Source: an optimization exercise on an open RTL-to-GDS flow (aim: small area and a short achievable clock period). Production flows keep margins and buffers that such runs may drop. In this exercise RTL edits were held to simulation tests only and were not proved equivalent to the original. Power figures rest on the tool's default switching activity, not on a simulated workload.

===== flow/config.mk =====
export PLATFORM = sky130hd
export DESIGN_NAME = cpuTop
export DESIGN_NICKNAME = cpuTop
export VERILOG_FILES = /design/flow/design.v
export SDC_FILE = /design/flow/constraint.sdc
export NUM_CORES = 4
export LEC_CHECK = 0
export CAP_MARGIN = 20
export CORE_MARGIN = 2
export CORE_UTILIZATION = 40
export SETUP_SLACK_MARGIN = 0.3
export SLEW_MARGIN = 20

===== flow/constraint.sdc =====
create_clock -name core_clock -period 10.5 [get_ports {clk}]
set_input_delay 2.1000 -clock core_clock [delete_from_list [all_inputs] [get_ports {clk}]]
set_output_delay 2.1000 -clock core_clock [all_outputs]
set_load 0.01 [all_outputs]

===== flow/design.v =====
package cpuPkg;
	localparam int dataWidth = 16;  
	localparam int addrWidth = 10;  
	localparam int regAddrWidth = 5;  
	localparam int opcodeWidth = 6;
	typedef logic [dataWidth-1:0] word_t;
	typedef logic [addrWidth-1:0] addr_t;
	typedef logic [regAddrWidth-1:0] regAddr_t;
	localparam logic [opcodeWidth-1:0]
		opNop = 6'h00, opLw = 6'h01, opSw = 6'h02, opMv = 6'h03, opBgz = 6'h04,
		opBez = 6'h05, opJmp = 6'h06, opSlt = 6'h09, opSlti = 6'h0a, opSeq = 6'h0b,
		opSeqi = 6'h0c, opLim = 6'h0d, opSl = 6'h0e, opSr = 6'h0f, opAdd = 6'h10,
		opSub = 6'h11, opAddi = 6'h15, opSubi = 6'h16, opNot = 6'h1a, opXor = 6'h1b,
		opOr = 6'h1c, opAnd = 6'h1d, opLwr = 6'h1e, opSwr = 6'h1f, opSi = 6'h20,
		opSli = 6'h21, opSri = 6'h22;
	typedef enum logic [1:0] {wrNone = 2'd0, wrR1 = 2'd1, wrRB = 2'd2, wrRA = 2'd3} wrSel_t;
	typedef enum logic [3:0] {
		resSum = 4'd0, resLt = 4'd1, resNe = 4'd2, resShl = 4'd3, resShr = 4'd4,
		resAnd = 4'd5, resOr = 4'd6, resXor = 4'd7, resNot = 4'd8, resA = 4'd9,
		resRam = 4'd10, resIn = 4'd11, resImm = 4'd12
	} resSel_t;
endpackage
`timescale 1ns/1ns
import cpuPkg::*;
module alu (
	input cpuPkg::resSel_t resSel,
	input logic sub,
	input cpuPkg::word_t a,
	input cpuPkg::word_t b,
	input cpuPkg::word_t ramRData,
	input cpuPkg::word_t inBus,
	input cpuPkg::addr_t imm,
	output cpuPkg::word_t result
);
	logic [16:0] sum;
	logic [3:0] shamt;
	assign sum = {1'b0, a} + {1'b0, b ^ {16{sub}}} + {16'd0, sub};
	assign shamt = b[3:0];
	always_comb begin
		case (resSel)
			resSum: result = sum[15:0];
			resLt: result = {15'd0, ~sum[16]};  
			resNe: result = {15'd0, |(a ^ b)};
			resShl: result = a << shamt;
			resShr: result = a >> shamt;
			resAnd: result = a & b;
			resOr: result = a | b;
			resXor: result = a ^ b;
			resNot: result = ~a;
			resA: result = a;
			resRam: result = ramRData;
			resIn: result = inBus;
			default: result = {6'd0, imm};
		endcase
	end
endmodule
`timescale 1ns/1ns
import cpuPkg::*;
module ctrlUnit (
	input logic [5:0] opcode,
	input logic rstN,
	output cpuPkg::wrSel_t wrSel,  
	output cpuPkg::resSel_t resSel,  
	output logic immB,  
	output logic sub,  
	output logic ramWe,
	output logic isJmp,
	output logic isBgz,
	output logic isBez
);
	always_comb begin
		wrSel = wrNone;
		resSel = resSum;
		immB = 1'b0;
		sub = 1'b0;
		case (opcode)
			opLw: begin wrSel = wrR1; resSel = resRam; end
			opMv: begin wrSel = wrRB; resSel = resA; end
			opSlt: begin wrSel = wrR1; resSel = resLt; sub = 1'b1; end
			opSlti: begin wrSel = wrR1; resSel = resLt; sub = 1'b1; immB = 1'b1; end
			opSeq: begin wrSel = wrR1; resSel = resNe; end
			opSeqi: begin wrSel = wrR1; resSel = resNe; immB = 1'b1; end
			opLim: begin wrSel = wrR1; resSel = resImm; end
			opSl: begin wrSel = wrR1; resSel = resShl; end
			opSr: begin wrSel = wrR1; resSel = resShr; end
			opAdd: begin wrSel = wrR1; resSel = resSum; end
			opSub: begin wrSel = wrR1; resSel = resSum; sub = 1'b1; end
			opAddi: begin wrSel = wrR1; resSel = resSum; immB = 1'b1; end
			opSubi: begin wrSel = wrR1; resSel = resSum; sub = 1'b1; immB = 1'b1; end
			opNot: begin wrSel = wrRB; resSel = resNot; end
			opXor: begin wrSel = wrR1; resSel = resXor; end
			opOr: begin wrSel = wrR1; resSel = resOr; end
			opAnd: begin wrSel = wrR1; resSel = resAnd; end
			opLwr: begin wrSel = wrRB; resSel = resRam; end
			opSi: begin wrSel = wrRA; resSel = resIn; end
			opSli: begin wrSel = wrR1; resSel = resShl; immB = 1'b1; end
			opSri: begin wrSel = wrR1; resSel = resShr; immB = 1'b1; end
			default: ;
		endcase
		if (!rstN) wrSel = wrNone;
	end
	assign ramWe = rstN & ((opcode == opSw) | (opcode == opSwr));  
	assign isJmp = (opcode == opJmp);
	assign isBgz = (opcode == opBgz);
	assign isBez = (opcode == opBez);
endmodule
`timescale 1ns/1ns
import cpuPkg::*;
module progCounter (
	input logic clk,
	input logic rstN,
	input logic branch,  
	input cpuPkg::addr_t target,
	output cpuPkg::addr_t pc
);
	always_ff @(posedge clk) begin
		if (!rstN) begin
			pc <= '0;
		end else if (branch) begin
			pc <= target;
		end else begin
			pc <= pc + 1'b1;  
		end
	end
endmodule
`timescale 1ns/1ns
import cpuPkg::*;
module regFile (
	input logic clk,
	input logic rstN,
	input cpuPkg::wrSel_t wrSel,
	input cpuPkg::regAddr_t fieldA,
	input cpuPkg::regAddr_t fieldB,
	input cpuPkg::word_t wData,
	output cpuPkg::word_t rdA,  
	output cpuPkg::word_t rdB,  
	output cpuPkg::word_t r1
);
	cpuPkg::word_t regs [32];
	cpuPkg::regAddr_t wAddr;
	always_comb begin
		case (wrSel)
			wrRB: wAddr = fieldB;
			wrRA: wAddr = fieldA;
			default: wAddr = 5'd1;
		endcase
	end
	always_ff @(posedge clk) begin
		if (!rstN) begin
			for (int i = 0; i < 32; i++) begin
				regs[i] <= '0;  
			end
		end else if (wrSel != wrNone) begin
			regs[wAddr] <= wData;
		end
	end
	assign rdA = regs[fieldA];
	assign rdB = regs[fieldB];
	assign r1 = regs[1];
endmodule
`timescale 1ns/1ns
import cpuPkg::*;
module operandSel (
	input logic [5:0] opcode,
	input logic immB,
	input cpuPkg::addr_t operand,
	input cpuPkg::word_t rdA,
	input cpuPkg::word_t rdB,
	input cpuPkg::word_t r1,
	output cpuPkg::word_t aluB,
	output cpuPkg::addr_t ramAddr,
	output cpuPkg::word_t ramWData
);
	assign aluB = immB ? {11'd0, operand[4:0]} : rdB;
	always_comb begin
		if (!opcode[4]) begin
			ramAddr = operand;  
		end else if (opcode[0]) begin
			ramAddr = rdB[9:0];  
		end else begin
			ramAddr = rdA[9:0];  
		end
	end
	assign ramWData = opcode[0] ? rdA : r1;
endmodule
`timescale 1ns/1ns
import cpuPkg::*;
module cpuTop (
	input logic clk,
	input logic rstN,
	input logic [15:0] instr,  
	input cpuPkg::word_t inBus,
	input cpuPkg::word_t ramRData,
	output cpuPkg::addr_t pc,
	output cpuPkg::addr_t ramAddr,
	output cpuPkg::word_t ramWData,
	output logic ramWe  
);
	logic [5:0] opcode;
	cpuPkg::addr_t operand;
	cpuPkg::wrSel_t wrSel;
	cpuPkg::resSel_t resSel;
	logic immB, sub, isJmp, isBgz, isBez;
	logic r1Zero, branch;
	cpuPkg::word_t rdA, rdB, r1, aluB, result;
	assign opcode = instr[15:10];
	assign operand = instr[9:0];
	ctrlUnit uCtrl (
		.opcode(opcode),
		.rstN(rstN),
		.wrSel(wrSel),
		.resSel(resSel),
		.immB(immB),
		.sub(sub),
		.ramWe(ramWe),
		.isJmp(isJmp),
		.isBgz(isBgz),
		.isBez(isBez)
	);
	regFile uRegs (
		.clk(clk),
		.rstN(rstN),
		.wrSel(wrSel),
		.fieldA(operand[9:5]),
		.fieldB(operand[4:0]),
		.wData(result),
		.rdA(rdA),
		.rdB(rdB),
		.r1(r1)
	);
	operandSel uSel (
		.opcode(opcode),
		.immB(immB),
		.operand(operand),
		.rdA(rdA),
		.rdB(rdB),
		.r1(r1),
		.aluB(aluB),
		.ramAddr(ramAddr),
		.ramWData(ramWData)
	);
	alu uAlu (
		.resSel(resSel),
		.sub(sub),
		.a(rdA),
		.b(aluB),
		.ramRData(ramRData),
		.inBus(inBus),
		.imm(operand),
		.result(result)
	);
	assign r1Zero = (r1 == '0);
	assign branch = isJmp | (isBgz & ~r1Zero) | (isBez & r1Zero);
	progCounter uPc (
		.clk(clk),
		.rstN(rstN),
		.branch(branch),
		.target(operand),
		.pc(pc)
	);
endmodule

===== flow/run.sh =====
#!/bin/bash
# synth_recipe.tcl (not shown) runs the flow's synth.tcl, then flattens the netlist and writes it again
# the make line also repeats each setting of config.mk as NAME=value (left out here)
make -C /OpenROAD-flow-scripts/flow DESIGN_CONFIG=/design/flow/config.mk WORK_HOME=/design/flow/orfs CLKGATE_MAP_FILE= SYNTH_SCRIPT=/design/flow/synth_recipe.tcl finish

==> metrics.md <==
| Metric | Value |
|---|---|
| Crit path max fanout | `12` |
| Clock-pin slew reported for the worst setup and hold paths after clock tree synthesis | `0.06 ns` |
| Fraction of final layout cells with drive strength greater than 1 | `17.6%` |
| Ranking of synthesized cells by instance count | `552 x sky130_fd_sc_hd__nor2_1, 512 x sky130_fd_sc_hd__edfxtp_1, 213 x sky130_fd_sc_hd__mux2i_1` |
| Switching Fraction | `33.3%` |
| Tightest Pin Transition | `1.16 ns` |
| Share of the synthesized area in the top cell type | `47.6%` |
| Post-route setup TNS | `0 ns` |
| Share of synthesized area occupied by flip-flops and latches | `48.2%` |
| I/O pin count | `87` |
| Clock latency reported for the late side of the worst-skew pair | `0.61 ns` |
| DRC violation count after routing | `0` |
| TritonCTS buffer count | `54` |
| TritonCTS clock tree | `done` |
| Remaining number of nets flagged by the antenna check after routing | `0` |
| Number of nets produced by synthesis | `2839` |
| Met3 track demand over resource in global routing | `5.65%` |
| Synth-to-Final Area Change | `11.2%` |
| Setup clock skew after layout | `0.0249 ns` |
| Internal power | `3.94 mW` |
| Detailed-placement wirelength estimate | `88.4 mm` |
| Register cell area after layout | `15600 µm²` |
| Overflow left after global routing | `0` |
| Portion of total power attributed to sequential cells | `41.0%` |
| Post-Route Hold Slack | `0.661 ns` |
| Longest individual stage delay on the worst path | `0.96 ns` |
| R2R setup slack | `4.69 ns` |
| Number of enable-type register cells in the synthesized netlist | `512` |
| Largest net degree at the start of global routing | `61` |
| Post-layout instance count excluding filler cells | `3830` |
| Portion of total power attributed to the clock network | `31.8%` |
| Cells taking the most area after synthesis | `sky130_fd_sc_hd__edfxtp_1 48%, sky130_fd_sc_hd__mux4_2 14%, sky130_fd_sc_hd__mux2i_1 6.6%` |
| Post-synthesis async set-or-reset flop share | `0%` |
| Height of the die | `288 µm` |
| H-tree levels | `2` |
| Mapped cell area | `32300 µm²` |
| Global router's overall resource usage | `30.1%` |
| Switching power total | `1.97 mW` |
| Root buffer cell | `sky130_fd_sc_hd__clkbuf_16` |
| Final period util | `78.6%` |
| Total power draw | `5.91 mW` |
| Post-CTS Hold Fix Bufs | `0` |
| GRT busiest layer | `met2` |
| Wire length of the first global-routing pass | `179 mm` |
| Warnings, synthesis | `5` |
| Worst reg2reg path endpoint | `uRegs.regs[4][8]` |
| Dominant synthesized flop cell | `sky130_fd_sc_hd__edfxtp_1` |
| Class of the worst hold path | `flip-flop to flip-flop` |
| Setup Viol. Count Final | `0` |
| Global Route met2 Usage | `47.0%` |
| Kind of launch point of the worst setup path | `primary input` |
| CP Capture Type | `output pin` |
| Mean instance size in the synthesized netlist | `11.8 µm²` |
| Depth of the worst register-to-register path | `18` |
| Routed length per placed instance | `33.2 µm` |
| Area of combinational cells with multiple inputs | `15500 µm²` |
| Number of antenna violations at the first check in global routing | `2` |
| Number of gates resized after cts | `0` |
| Buffer depth of the longest clock path | `3` |
| Number of buffers added for setup after CTS | `0` |
| Category of the critical setup timing path | `primary input to output pin` |
| Rel. slew slack | `22.5%` |
| Met1 global-route usage | `41.1%` |
| Endpoint of the worst setup timing path | `ramAddr[3]` |
| Placer Congestion | `0.981` |
| Initial Util | `40.2%` |
| Minimum clock period after layout | `8.25 ns` |
| Reported max-cap violation count | `0` |
| Fmax | `121 MHz` |
| Number of sinks on the clock net | `522` |
| Unrepaired setup endpoints after global routing | `no` |
| Sum of routed wire length over all layers | `127 mm` |
| Die extent in x | `288 µm` |
| Arrival time worst endpoint | `6.15 ns` |
| Startpoint of the lowest-slack hold path | `uPc.pc[3]` |
| Finished Core Util | `44.7%` |
| # placed instances | `3733` |
| Worst setup path startpoint | `instr[8]` |
| Dominant cell by count in the synthesized netlist | `sky130_fd_sc_hd__nor2_1` |
| Slowest cell on crit path | `sky130_fd_sc_hd__clkdlybuf4s50_1` |
| Instance count of the mapped netlist | `2734` |
| Nets | `2834` |
| Cell taking the most area after synthesis | `sky130_fd_sc_hd__edfxtp_1` |
| Data required time at the worst endpoint | `8.40 ns` |
| First-pass DRT Iterations | `5` |
| Final Hold Vio Count | `0` |
| Vias | `25362` |
| Site Rows | `104` |
| # fillers | `7324` |
| Initial detailed-routing violation count | `4128` |
| Run status | `timing/DRC/antenna clean` |
| Areal power density over the cells | `165 nW/µm²` |
| Number of distinct library cell variants in the gate-level netlist after synthesis | `93` |
| Critical R2R Launch | `uRegs.regs[30][0]` |
| Worst IR Drop VDD | `120 µV` |
| Core box area | `80300 µm²` |
| Leak pwr | `13.0 nW` |
| Critical path cell sequence | `clkdlybuf4s50_1 -> buf_4 -> nand2b_1 -> a21oi_1 -> nand3_1 -> and4_1 -> buf_4 -> o21ai_0 -> nand2_1 -> o21ai_0 -> clkdlybuf4s50_1` |
| Via count of the first global-routing pass | `24292` |
| Logic pwr share | `27.2%` |
| Die area | `83000 µm²` |
| Number of register bits inferred by synthesis | `522` |
| Number of max-slew violations in the final report | `0` |
| Post-DR vias/cell | `6.62` |
| Number of buffer cells added on primary ports | `86` |
[worst max-delay path, delay by kind of cell]
kind | cells | cell delay (ns)
AND/OR/NAND/NOR | 4 | 0.92
buffers and inverters | 4 | 2.25
AO/OA/AOI/OAI | 3 | 0.85
[logic make-up after synthesis]
logic type	synth area share (%)
AO/OA/AOI/OAI	10.1
XOR/XNOR	0.841
adder cells (fa/ha/maj)	2.15
buffers and inverters	4.50
flip-flops	48.2
multiplexers	21.4
AND/OR/NAND/NOR	12.8
[registers in the layout, summed over array words and instances, names as in the netlist]
signal / count
uRegs.regs: 512
uPc.pc: 10
[final cells by class]
| type | count | share of cell area, % |
|---|---|---|
| Clock inverter | 22 | 0.568 |
| Tap cell | 1060 | 3.69 |
| Timing Repair Buffer | 193 | 4.68 |
| Multi-Input combinational cell | 1911 | 43.1 |
| Clock buffer | 74 | 4.09 |
| Sequential cell | 522 | 43.4 |
| Inverter | 47 | 0.491 |
| Antenna cell | 1 | 0.00697 |
[power groups by stage]
stage / sequential, mW / clock (mW) / combinational, mW
finish: 2.42 / 1.88 / 1.61
global route: 2.43 / 1.97 / 1.67
CTS: 2.42 / 1.89 / 1.57
detailed placement: 2.46 / 0 / 1.56
global placement: 2.45 / 0 / 1.55
floorplan: 2.44 / 0 / 0.955
[per-layer routing]
metal / wire (µm) / share of wire, % / up-vias
met3: 13800 / 11 / 287
li1: - / - / 10415
met1: 48800 / 38 / 12920
met5: 18 / 0.014 / -
met2: 57600 / 45 / 1738
met4: 6720 / 5.3 / 2
[worst min-delay path by stage]
stage / to / slack, ns / cells after the start
2_1_floorplan: uPc.pc[0] / 0.61 / 2
3_3_place_gp: uPc.pc[0] / 0.60 / 2
3_5_place_dp: uPc.pc[3] / 0.64 / 3
4_1_cts: uPc.pc[3] / 0.66 / 3
5_1_grt: uPc.pc[3] / 0.71 / 3
6_report: uPc.pc[3] / 0.66 / 3
[layout by cell type (no fill, tap or decap), types with 11 or more instances in the layout]
cell type	Yosys	routed
sky130_fd_sc_hd__nand2_1	132	132
sky130_fd_sc_hd__mux4_2	202	202
sky130_fd_sc_hd__clkinv_1	1	12
sky130_fd_sc_hd__o21ai_0	51	51
sky130_fd_sc_hd__a22oi_1	85	85
sky130_fd_sc_hd__o211ai_1	22	22
sky130_fd_sc_hd__xor2_1	16	16
sky130_fd_sc_hd__mux2_2	19	19
sky130_fd_sc_hd__a221oi_1	15	15
sky130_fd_sc_hd__nor2_1	552	550
sky130_fd_sc_hd__xnor2_1	15	15
sky130_fd_sc_hd__a211oi_1	35	35
sky130_fd_sc_hd__ha_1	54	54
sky130_fd_sc_hd__clkdlybuf4s50_1	0	77
sky130_fd_sc_hd__a22o_1	20	20
sky130_fd_sc_hd__a21oi_1	122	121
sky130_fd_sc_hd__nand3_1	44	44
sky130_fd_sc_hd__nor3_1	29	26
sky130_fd_sc_hd__and2_1	22	21
sky130_fd_sc_hd__nor2b_1	14	12
sky130_fd_sc_hd__inv_1	40	39
sky130_fd_sc_hd__clkbuf_16	0	55
sky130_fd_sc_hd__nor4_1	21	21
sky130_fd_sc_hd__clkbuf_1	115	17
sky130_fd_sc_hd__and3_1	14	14
sky130_fd_sc_hd__mux2i_1	213	212
sky130_fd_sc_hd__edfxtp_1	512	512
sky130_fd_sc_hd__buf_4	18	106
sky130_fd_sc_hd__or3_1	11	11
sky130_fd_sc_hd__nor2_2	30	32
sky130_fd_sc_hd__nand4_1	14	14
[stage by stage]
step	instance area [µm²]	worst slack (ns)
after floorplan	32300	3.11
after global placement	34200	2.08
after detailed placement	34200	1.97
after CTS	35900	2.36
after global routing	35900	2.19
final	35900	2.25

[port drivers added, routing unchanged]
The flow's constraints put no driver on any port. The routed layout listed below was extracted and timed again, unchanged, in two steps.
Step 1 assumes that a clkbuf_16 drives the clock port and a buf_2 every other input.
Step 2 also shifts input and output timing later by t, the mid clock arrival at the registers, as if the neighbouring blocks saw the same clock.
Slacks: no drivers / after step 1 / after step 2; pairs: no drivers / after step 1.
t, ns: 0.663
setup slack, ns: 2.245 / 2.213 / 1.854
latest minus earliest clock arrival (ns): 0.025 / 0.025
worst data-port slew with drivers (ns): 0.08
cell pins on the clock port's net: 1
After both steps this run still meets setup and hold. The setup slack of this run moves by -0.032 ns with the drivers and by -0.391 ns with both steps.
